This is an optimization exercise on Yosys and OpenROAD, whose aim is small area, a short achievable clock period and few clock cycles per item, not a production implementation. Only simulation tests tie the RTL to the original design; equivalence was not proved.

==> design/flow/design.v <==
package sdeb_pkg;
	localparam int CordicSteps = 14;
	localparam logic [15:0] HalfTurn = 16'd32768;
	localparam logic [15:0] QuarterTurn = 16'd16384;
	typedef enum logic [1:0] {
		CFG_INCREMENT = 2'd0,
		CFG_CEILING = 2'd1,
		CFG_DECAY_STEP = 2'd2
	} cfg_idx_t;
	typedef struct packed {
		logic signed [15:0] x_pos;
		logic signed [15:0] y_pos;
		logic [15:0] source_energy;
		logic frame_start;
	} in_item_t;
	typedef struct packed {
		logic [5:0] hit_bin;
		logic [8:0] peak_angle;
		logic [7:0] peak_level;
	} out_item_t;
	function automatic logic [15:0] turn_atan(input logic [3:0] i);
		logic [15:0] r;
		case (i)
			4'd0: r = 16'd8192;
			4'd1: r = 16'd4836;
			4'd2: r = 16'd2555;
			4'd3: r = 16'd1297;
			4'd4: r = 16'd651;
			4'd5: r = 16'd326;
			4'd6: r = 16'd163;
			4'd7: r = 16'd81;
			4'd8: r = 16'd41;
			4'd9: r = 16'd20;
			4'd10: r = 16'd10;
			4'd11: r = 16'd5;
			4'd12: r = 16'd3;
			4'd13: r = 16'd1;
			default: r = 16'd0;
		endcase
		turn_atan = r;
	endfunction
endpackage
module sdeb_cordic (
	input  logic clk,
	input  logic arst_n,
	input  logic start,
	input  logic signed [15:0] x_in,
	input  logic signed [15:0] y_in,
	output logic done,
	output logic [15:0] turns
);
	logic signed [20:0] x_q, y_q;
	logic [15:0] z_q;
	logic [3:0] i_q;
	logic busy_q;
	logic signed [20:0] dx, dy;
	assign dx = y_q >>> i_q;
	assign dy = x_q >>> i_q;
	assign turns = z_q;
	always_ff @(posedge clk or negedge arst_n) begin
		if (!arst_n) begin
			busy_q <= 1'b0;
			done <= 1'b0;
			i_q <= '0;
		end else begin
			done <= 1'b0;
			if (start) begin
				i_q <= '0;
				if (y_in == 16'sd0) begin
					z_q <= (x_in < 0) ? sdeb_pkg::HalfTurn : 16'd0;
					done <= 1'b1;
				end else if (x_in == 16'sd0) begin
					z_q <= (y_in > 0) ? sdeb_pkg::QuarterTurn
						: sdeb_pkg::HalfTurn + sdeb_pkg::QuarterTurn;
					done <= 1'b1;
				end else begin
					busy_q <= 1'b1;
					if (x_in < 0) begin
						x_q <= -({{5{x_in[15]}}, x_in} <<< 2);
						y_q <= -({{5{y_in[15]}}, y_in} <<< 2);
						z_q <= sdeb_pkg::HalfTurn;
					end else begin
						x_q <= {{5{x_in[15]}}, x_in} <<< 2;
						y_q <= {{5{y_in[15]}}, y_in} <<< 2;
						z_q <= 16'd0;
					end
				end
			end else if (busy_q) begin
				if (y_q >= 0) begin
					x_q <= x_q + dx;
					y_q <= y_q - dy;
					z_q <= z_q + sdeb_pkg::turn_atan(i_q);
				end else begin
					x_q <= x_q - dx;
					y_q <= y_q + dy;
					z_q <= z_q - sdeb_pkg::turn_atan(i_q);
				end
				i_q <= i_q + 4'd1;
				if (i_q == 4'(sdeb_pkg::CordicSteps - 1)) begin
					busy_q <= 1'b0;
					done <= 1'b1;
				end
			end
		end
	end
endmodule
module sound_direction_energy_bins #(
	parameter int BIN_COUNT = 36
) (
	input  logic clk,
	input  logic arst_n,
	input  logic in_valid,
	output logic in_stall,
	input  sdeb_pkg::in_item_t in_data,
	output logic out_valid,
	input  logic out_stall,
	output sdeb_pkg::out_item_t out_data,
	input  logic cfg_we,
	input  logic [1:0] cfg_index,
	input  logic [7:0] cfg_data
);
	localparam int AW = $clog2(BIN_COUNT);
	localparam int AngStep = 360 / BIN_COUNT;
	localparam int AngRem = 360 % BIN_COUNT;
	typedef enum logic [7:0] {
		ST_CLEAR = 8'b0000_0001,
		ST_IDLE = 8'b0000_0010,
		ST_DECAY = 8'b0000_0100,
		ST_HITRD = 8'b0000_1000,
		ST_HITWR = 8'b0001_0000,
		ST_PEAK = 8'b0010_0000,
		ST_OUT = 8'b0100_0000,
		ST_WAIT = 8'b1000_0000
	} state_t;
	state_t state_q;
	logic [7:0] increment_q, ceiling_q, decay_step_q;
	sdeb_pkg::in_item_t item_q;
	logic [AW:0] rd_cnt_q;    
	logic [AW:0] wr_cnt_q;    
	logic rd_valid_q;
	logic second_q, cordic_done_q;
	logic [AW-1:0] hit_q;
	logic [7:0] add_q, best_q;
	logic [8:0] ang_q, best_ang_q;
	logic [AW:0] rem_q, rem_sum;
	logic [7:0] mem [BIN_COUNT];
	logic mem_we;
	logic [AW-1:0] mem_waddr, mem_raddr;
	logic [7:0] mem_wdata, mem_rdata;
	always_ff @(posedge clk) begin
		if (mem_we) mem[mem_waddr] <= mem_wdata;
		mem_rdata <= mem[mem_raddr];
	end
	logic cordic_start, cordic_done;
	logic [15:0] turns;
	sdeb_cordic u_cordic (
		.clk(clk), .arst_n(arst_n), .start(cordic_start),
		.x_in(in_data.x_pos), .y_in(in_data.y_pos),
		.done(cordic_done), .turns(turns)
	);
	logic [31:0] bin_prod;
	logic [23:0] add_prod;
	logic [7:0] decayed;
	logic [8:0] level;
	assign bin_prod = 32'(turns) * 32'(BIN_COUNT);
	assign add_prod = increment_q * item_q.source_energy;
	assign decayed = (mem_rdata > decay_step_q) ? mem_rdata - decay_step_q : 8'd0;
	assign level = ({1'b0, mem_rdata} + {1'b0, add_q} > {1'b0, ceiling_q})
		? {1'b0, ceiling_q} : {1'b0, mem_rdata} + {1'b0, add_q};
	assign rem_sum = rem_q + (AW+1)'(AngRem);
	assign in_stall = (state_q != ST_IDLE);
	assign cordic_start = (state_q == ST_IDLE) && in_valid;
	assign out_valid = (state_q == ST_WAIT);
	always_comb begin
		mem_we = 1'b0;
		mem_waddr = wr_cnt_q[AW-1:0];
		mem_wdata = decayed;
		mem_raddr = rd_cnt_q[AW-1:0];
		case (state_q)
			ST_CLEAR: begin
				mem_we = 1'b1;
				mem_waddr = rd_cnt_q[AW-1:0];
				mem_wdata = 8'd0;
			end
			ST_DECAY: mem_we = rd_valid_q;
			ST_HITRD: mem_raddr = hit_q;
			ST_HITWR: begin
				mem_raddr = hit_q;
				mem_we = rd_valid_q;
				mem_waddr = hit_q;
				mem_wdata = level[7:0];
			end
			default: ;
		endcase
	end
	always_ff @(posedge clk or negedge arst_n) begin
		if (!arst_n) begin
			increment_q <= 8'd20;
			ceiling_q <= 8'd200;
			decay_step_q <= 8'd1;
		end else if (cfg_we) begin
			case (cfg_index)
				sdeb_pkg::CFG_INCREMENT: increment_q <= cfg_data;
				sdeb_pkg::CFG_CEILING: ceiling_q <= cfg_data;
				sdeb_pkg::CFG_DECAY_STEP: decay_step_q <= cfg_data;
				default: ;
			endcase
		end
	end
	always_ff @(posedge clk or negedge arst_n) begin
		if (!arst_n) begin
			state_q <= ST_CLEAR;
			rd_cnt_q <= '0;
			wr_cnt_q <= '0;
			rd_valid_q <= 1'b0;
			second_q <= 1'b0;
			cordic_done_q <= 1'b0;
		end else begin
			if (cordic_done) begin
				cordic_done_q <= 1'b1;
				hit_q <= AW'(bin_prod[31:16]);
			end
			case (state_q)
				ST_CLEAR: begin
					if (rd_cnt_q == (AW+1)'(BIN_COUNT - 1)) begin
						rd_cnt_q <= '0;
						state_q <= ST_IDLE;
					end else begin
						rd_cnt_q <= rd_cnt_q + 1'b1;
					end
				end
				ST_IDLE: if (in_valid) begin
					item_q <= in_data;
					second_q <= !in_data.frame_start;
					cordic_done_q <= 1'b0;
					rd_cnt_q <= '0;
					rd_valid_q <= 1'b0;
					state_q <= ST_DECAY;
				end
				ST_DECAY: begin
					add_q <= add_prod[23:16];
					wr_cnt_q <= rd_cnt_q;
					rd_valid_q <= (rd_cnt_q < (AW+1)'(BIN_COUNT));
					if (rd_cnt_q < (AW+1)'(BIN_COUNT)) rd_cnt_q <= rd_cnt_q + 1'b1;
					else if (!rd_valid_q) begin
						rd_cnt_q <= '0;
						if (second_q) state_q <= ST_HITRD;
						else second_q <= 1'b1;
					end
				end
				ST_HITRD: begin
					rd_valid_q <= 1'b0;
					if (cordic_done_q) begin
						state_q <= ST_HITWR;
					end
				end
				ST_HITWR: begin
					if (rd_valid_q) begin
						state_q <= ST_PEAK;
						rd_cnt_q <= '0;
						rd_valid_q <= 1'b0;
						best_q <= 8'd0;
						best_ang_q <= '0;
						ang_q <= '0;
						rem_q <= '0;
					end else begin
						rd_valid_q <= 1'b1;
					end
				end
				ST_PEAK: begin
					wr_cnt_q <= rd_cnt_q;
					rd_valid_q <= (rd_cnt_q < (AW+1)'(BIN_COUNT));
					if (rd_cnt_q < (AW+1)'(BIN_COUNT)) rd_cnt_q <= rd_cnt_q + 1'b1;
					if (rd_valid_q) begin
						if (mem_rdata > best_q) begin
							best_q <= mem_rdata;
							best_ang_q <= ang_q;
						end
						if (rem_sum >= (AW+1)'(BIN_COUNT)) begin
							rem_q <= rem_sum - (AW+1)'(BIN_COUNT);
							ang_q <= ang_q + 9'(AngStep + 1);
						end else begin
							rem_q <= rem_sum;
							ang_q <= ang_q + 9'(AngStep);
						end
					end
					if (rd_cnt_q == (AW+1)'(BIN_COUNT) && !rd_valid_q) state_q <= ST_OUT;
				end
				ST_OUT: begin
					out_data.hit_bin <= 6'(hit_q);
					out_data.peak_angle <= best_ang_q;
					out_data.peak_level <= best_q;
					state_q <= ST_WAIT;
				end
				ST_WAIT: if (!out_stall) state_q <= ST_IDLE;
				default: state_q <= ST_IDLE;
			endcase
		end
	end
endmodule
module sdeb_top (
	input  logic clk,
	input  logic arst_n,
	input  logic in_valid,
	output logic in_stall,
	input  logic signed [15:0] in_x,
	input  logic signed [15:0] in_y,
	input  logic [15:0] in_energy,
	input  logic in_frame_start,
	output logic out_valid,
	input  logic out_stall,
	output logic [5:0] out_hit_bin,
	output logic [8:0] out_peak_angle,
	output logic [7:0] out_peak_level,
	input  logic cfg_we,
	input  logic [1:0] cfg_index,
	input  logic [7:0] cfg_data
);
	sdeb_pkg::in_item_t in_data;
	sdeb_pkg::out_item_t out_data;
	assign in_data.x_pos = in_x;
	assign in_data.y_pos = in_y;
	assign in_data.source_energy = in_energy;
	assign in_data.frame_start = in_frame_start;
	assign out_hit_bin = out_data.hit_bin;
	assign out_peak_angle = out_data.peak_angle;
	assign out_peak_level = out_data.peak_level;
	sound_direction_energy_bins #(.BIN_COUNT(36)) u_bins (
		.clk(clk), .arst_n(arst_n),
		.in_valid(in_valid), .in_stall(in_stall), .in_data(in_data),
		.out_valid(out_valid), .out_stall(out_stall), .out_data(out_data),
		.cfg_we(cfg_we), .cfg_index(cfg_index), .cfg_data(cfg_data)
	);
endmodule
==> design/flow/run.sh <==
#!/bin/bash
# synth_recipe.tcl (not shown) runs the flow's synth.tcl, then flattens the netlist and writes it again
# the make line also repeats each setting of config.mk as NAME=value (left out here)
make -C /OpenROAD-flow-scripts/flow DESIGN_CONFIG=/design/flow/config.mk WORK_HOME=/design/flow/orfs CLKGATE_MAP_FILE= SYNTH_SCRIPT=/design/flow/synth_recipe.tcl finish
==> design/flow/config.mk <==
export PLATFORM = sky130hd
export DESIGN_NAME = sdeb_top
export DESIGN_NICKNAME = sdeb_top
export VERILOG_FILES = /design/flow/design.v
export SDC_FILE = /design/flow/constraint.sdc
export NUM_CORES = 4
export LEC_CHECK = 0
export CAP_MARGIN = 20
export CORE_MARGIN = 2
export CORE_UTILIZATION = 40
export SLEW_MARGIN = 20
==> design/flow/constraint.sdc <==
create_clock -name core_clock -period 7.0 [get_ports {clk}]
set_input_delay 1.4000 -clock core_clock [delete_from_list [all_inputs] [get_ports {clk}]]
set_output_delay 1.4000 -clock core_clock [all_outputs]
set_load 0.01 [all_outputs]
==> results.py <==
metrics = {
    "run_status": {
        "status": "finished clean",
    },
    "cts": {
        "htreeDepth": 2,
        "cts_resized": 0,
        "cts_buffers": 55,
        "cts_buffer_depth": 3,
        "cts_root_buffer": "clkbuf_16",
        "clk_pin_slew_ns": 0.06,
        "hold_buffers": 0,
        "cts_tree": "done",
        "post_cts_buffers": 0,
        "clkLatencyLatePin_ns": 0.64,
        "cts.sinks": 492,
    },
    "sta": {
        "hold_viol": 0,
        "timing.final.crit_share_pct": 84.1,
        "fmax_mhz": 170,
        "fin_worst_skew_ns": 0.0310,
        "rsz0062_at_grt": "no",
        "tns_ns": 0,
        "max-slew-margin-rel_pct": 31.9,
        "drv_slew": 0,
        "whs_ns": 0.417,
        "worst_pin_slew_ns": 1.02,
        "setup_violations": 0,
        "min_period_ns": 5.89,
    },
    "floorplanning": {
        "die_h_um": 284,
        "core_um2": 77500,
        "die_w_um": 284,
        "rows": 102,
        "io_pins": 89,
        "die_area_um2": 80600,
        "start_util_pct": 40.4,
    },
    "global_routing": {
        "first_global_vias": 21800,
        "grt_use_total_pct": 19.1,
        "grt_pass1_wl_um": 123000,
        "antenna_found_initial": 1,
        "grt_max_degree": 67,
        "globalRouteOverflowTotal": 0,
    },
    "placed_design": {
        "placedInstanceArea_um2": 33300,
        "port_buffers": 88,
        "gp_congestion": 0.896,
        "dp_hpwl_um": 54700,
    },
    "layout": {
        "nets": 3080,
        "drive_gt1_share_pct": 11.1,
        "final_common_cell": "edfxtp_1",
        "area_growth_pct": 12.7,
        "mostFrequentLayoutCells": "430 x edfxtp_1, 219 x nand2_1, 170 x ha_1, 168 x nor2_1, 161 x inv_1",
        "design_area_um2": 35300,
        "diodes": 0,
        "nFillCells": 6945,
    },
    "routing": {
        "routed_via_density": 5.60,
        "vias": 21500,
        "route.detailed.drc": 0,
        "first_pass_iters": 7,
        "drt-initial-drc-count": 1420,
        "postRouteAntennaNets": 0,
        "wl_per_cell_um": 20.1,
        "drt_wl_total_um": 77400,
    },
    "logic_synthesis": {
        "ys_types": 83,
        "async_flop_share_pct": 11.0,
        "syn_area_um2": 31300,
        "synth_seq_cells": 492,
        "ys_seq_area_share_pct": 46.1,
        "synthCells": 2694,
        "synth-edff-count": 430,
        "ys_warn_count": 2,
        "synth_nets": 3016,
        "synth_area_per_cell_um2": 11.6,
        "ys.flop_type": "edfxtp_1",
    },
    "critical_path": {
        "path_max_fanout": 40,
        "worstPathRequired_ns": 7.35,
        "critPathKind": "flip-flop to flip-flop",
        "end_kind": "flip-flop",
        "worstPathCellList": "buf_4, mux4_2, mux2_2, a21o_1, nor4b_2, nand2_1, nand3_1, o21ai_0, o2bb2ai_1, ha_1, a21o_1, nor3b_1, a211oi_1, o41ai_1, a21boi_0, a31oi_1, xnor2_1, nor2_1",
        "cp.arrival_ns": 6.24,
        "worst_setup_path_start_kind": "flip-flop",
        "cpLargestDelayFamily": "compound AO/OA/AOI/OAI gates",
        "critPathMaxStageDelay_ns": 0.96,
        "r2r_setup_slack_ns": 1.11,
        "path_buf_inv": 1,
        "cpMaxStageDelayCell": "dfrtp_2",
        "crit_top_cell": "a21o_1",
    },
    "min_path": {
        "min_path_type": "flip-flop to flip-flop",
    },
    "flow_run": {
        "maxCapViolCount": 0,
    },
}
per-layer routing:
metal  wire length (µm)  vias up  track usage (%)
met5                 12        -                0
li1                   -    10000                -
met4               1900        2             5.08
met2              37300      662             32.3
met3               4440      116             3.02
met1              33700    10700             25.5
cells in the mapped netlist (all sizes together) (72+ instances only):
cell	n	area, µm²
xnor2	87	762
ha	170	2130
edfxtp	430	12900
and2	163	1020
a21oi	124	621
o21ai	116	581
fa	88	1760
mux4	77	1730
mux2i	72	733
nand2	219	822
nor2	168	631
inv	161	604
final timing paths:
| kind | start | to | depth (start not counted) |
|---|---|---|---|
| max | u_bins.u_cordic.i_q[1] | u_bins.u_cordic.x_q[20] | 18 |
| min | u_bins.best_ang_q[8] | u_bins.out_data[16] | 0 |
| max reg2reg | u_bins.u_cordic.i_q[1] | u_bins.u_cordic.x_q[20] | 18 |
| min reg2reg | u_bins.best_ang_q[8] | u_bins.out_data[16] | 0 |
| max in group asynchronous | arst_n | u_bins.u_cordic.i_q[3] | 2 |
| min in group asynchronous | arst_n | u_bins.rd_cnt_q[3] | 2 |
metrics by stage:
step | utilization [%] | instances | setup WS [ns]
5_1_grt | 45.6 | 3844 | 0.666
2_1_floorplan | - | 2694 | 1.88
3_5_place_dp | 43.0 | 3741 | 1.16
3_3_place_gp | 43.0 | 3740 | 1.17
4_1_cts | 45.6 | 3844 | 1.12
6_report | 45.6 | 3844 | 1.11
flip-flops by register name, indices dropped and copies added, names as in the netlist, 4 cells and up:
register	flops
u_bins.add_q	8
u_bins.ang_q	9
u_bins.best_ang_q	9
u_bins.best_q	8
u_bins.ceiling_q	8
u_bins.decay_step_q	8
u_bins.hit_q	6
u_bins.increment_q	8
u_bins.item_q	16
u_bins.mem	288
u_bins.mem_rdata	8
u_bins.out_data	23
u_bins.rd_cnt_q	7
u_bins.rem_q	5
u_bins.state_q	8
u_bins.u_cordic.i_q	4
u_bins.u_cordic.x_q	21
u_bins.u_cordic.y_q	21
u_bins.u_cordic.z_q	16
u_bins.wr_cnt_q	6
area by class of cell:
| class | count | area [µm²] | share of cell area (%) |
|---|---|---|---|
| Clock buffer | 70 | 1450 | 4.11 |
| Clock inverter | 33 | 532 | 1.51 |
| Sequential cell | 492 | 14400 | 40.9 |
| Multi-Input combinational cell | 1925 | 15800 | 44.8 |
| Tap cell | 1040 | 1300 | 3.69 |
| Inverter | 162 | 608 | 1.72 |
| Timing Repair Buffer | 122 | 1160 | 3.30 |
logic make-up (layout without fill, tap and decap cells):
logic type	after synthesis	count (layout)	synth area share [%]
AOI/OAI and AO/OA	522	522	10.9
and+or+nand+nor	790	790	12.7
xor gates and xnor gates	149	149	4.17
DFF	492	492	46.1
muxes	206	206	9.94
buffers and inverters	277	387	3.80
adders and majority gates	258	258	12.4
Testbench counts, summed over its fixed seeds: cycles 209,642, items 2,400.

-- separate check: timing with driven ports --
The results above use ideal ports. As a check the final layout listed here was re-extracted and re-timed, cells and wires unchanged.
Step 1 assumes that a clkbuf_16 drives the clock port and a buf_2 every other input.
Step 2 adds t to the input delays and takes it off the output delays; t is the mean of the earliest and latest rising clock arrival at the registers after step 1. Input paths then give back, and output paths get back, about the clock's delay inside the block.
a / b / c = ideal / step 1 / step 2; a / b = the first two.
shift t [ns]: 0.693
setup WS [ns]: 1.113 / 1.113 / 1.113
worst setup path after step 2: register to register
cell pins on the clock port's net: 1
After both steps this run still meets setup and hold. The setup slack of this run moves by 0.000 ns with the drivers and by 0.000 ns with both steps.
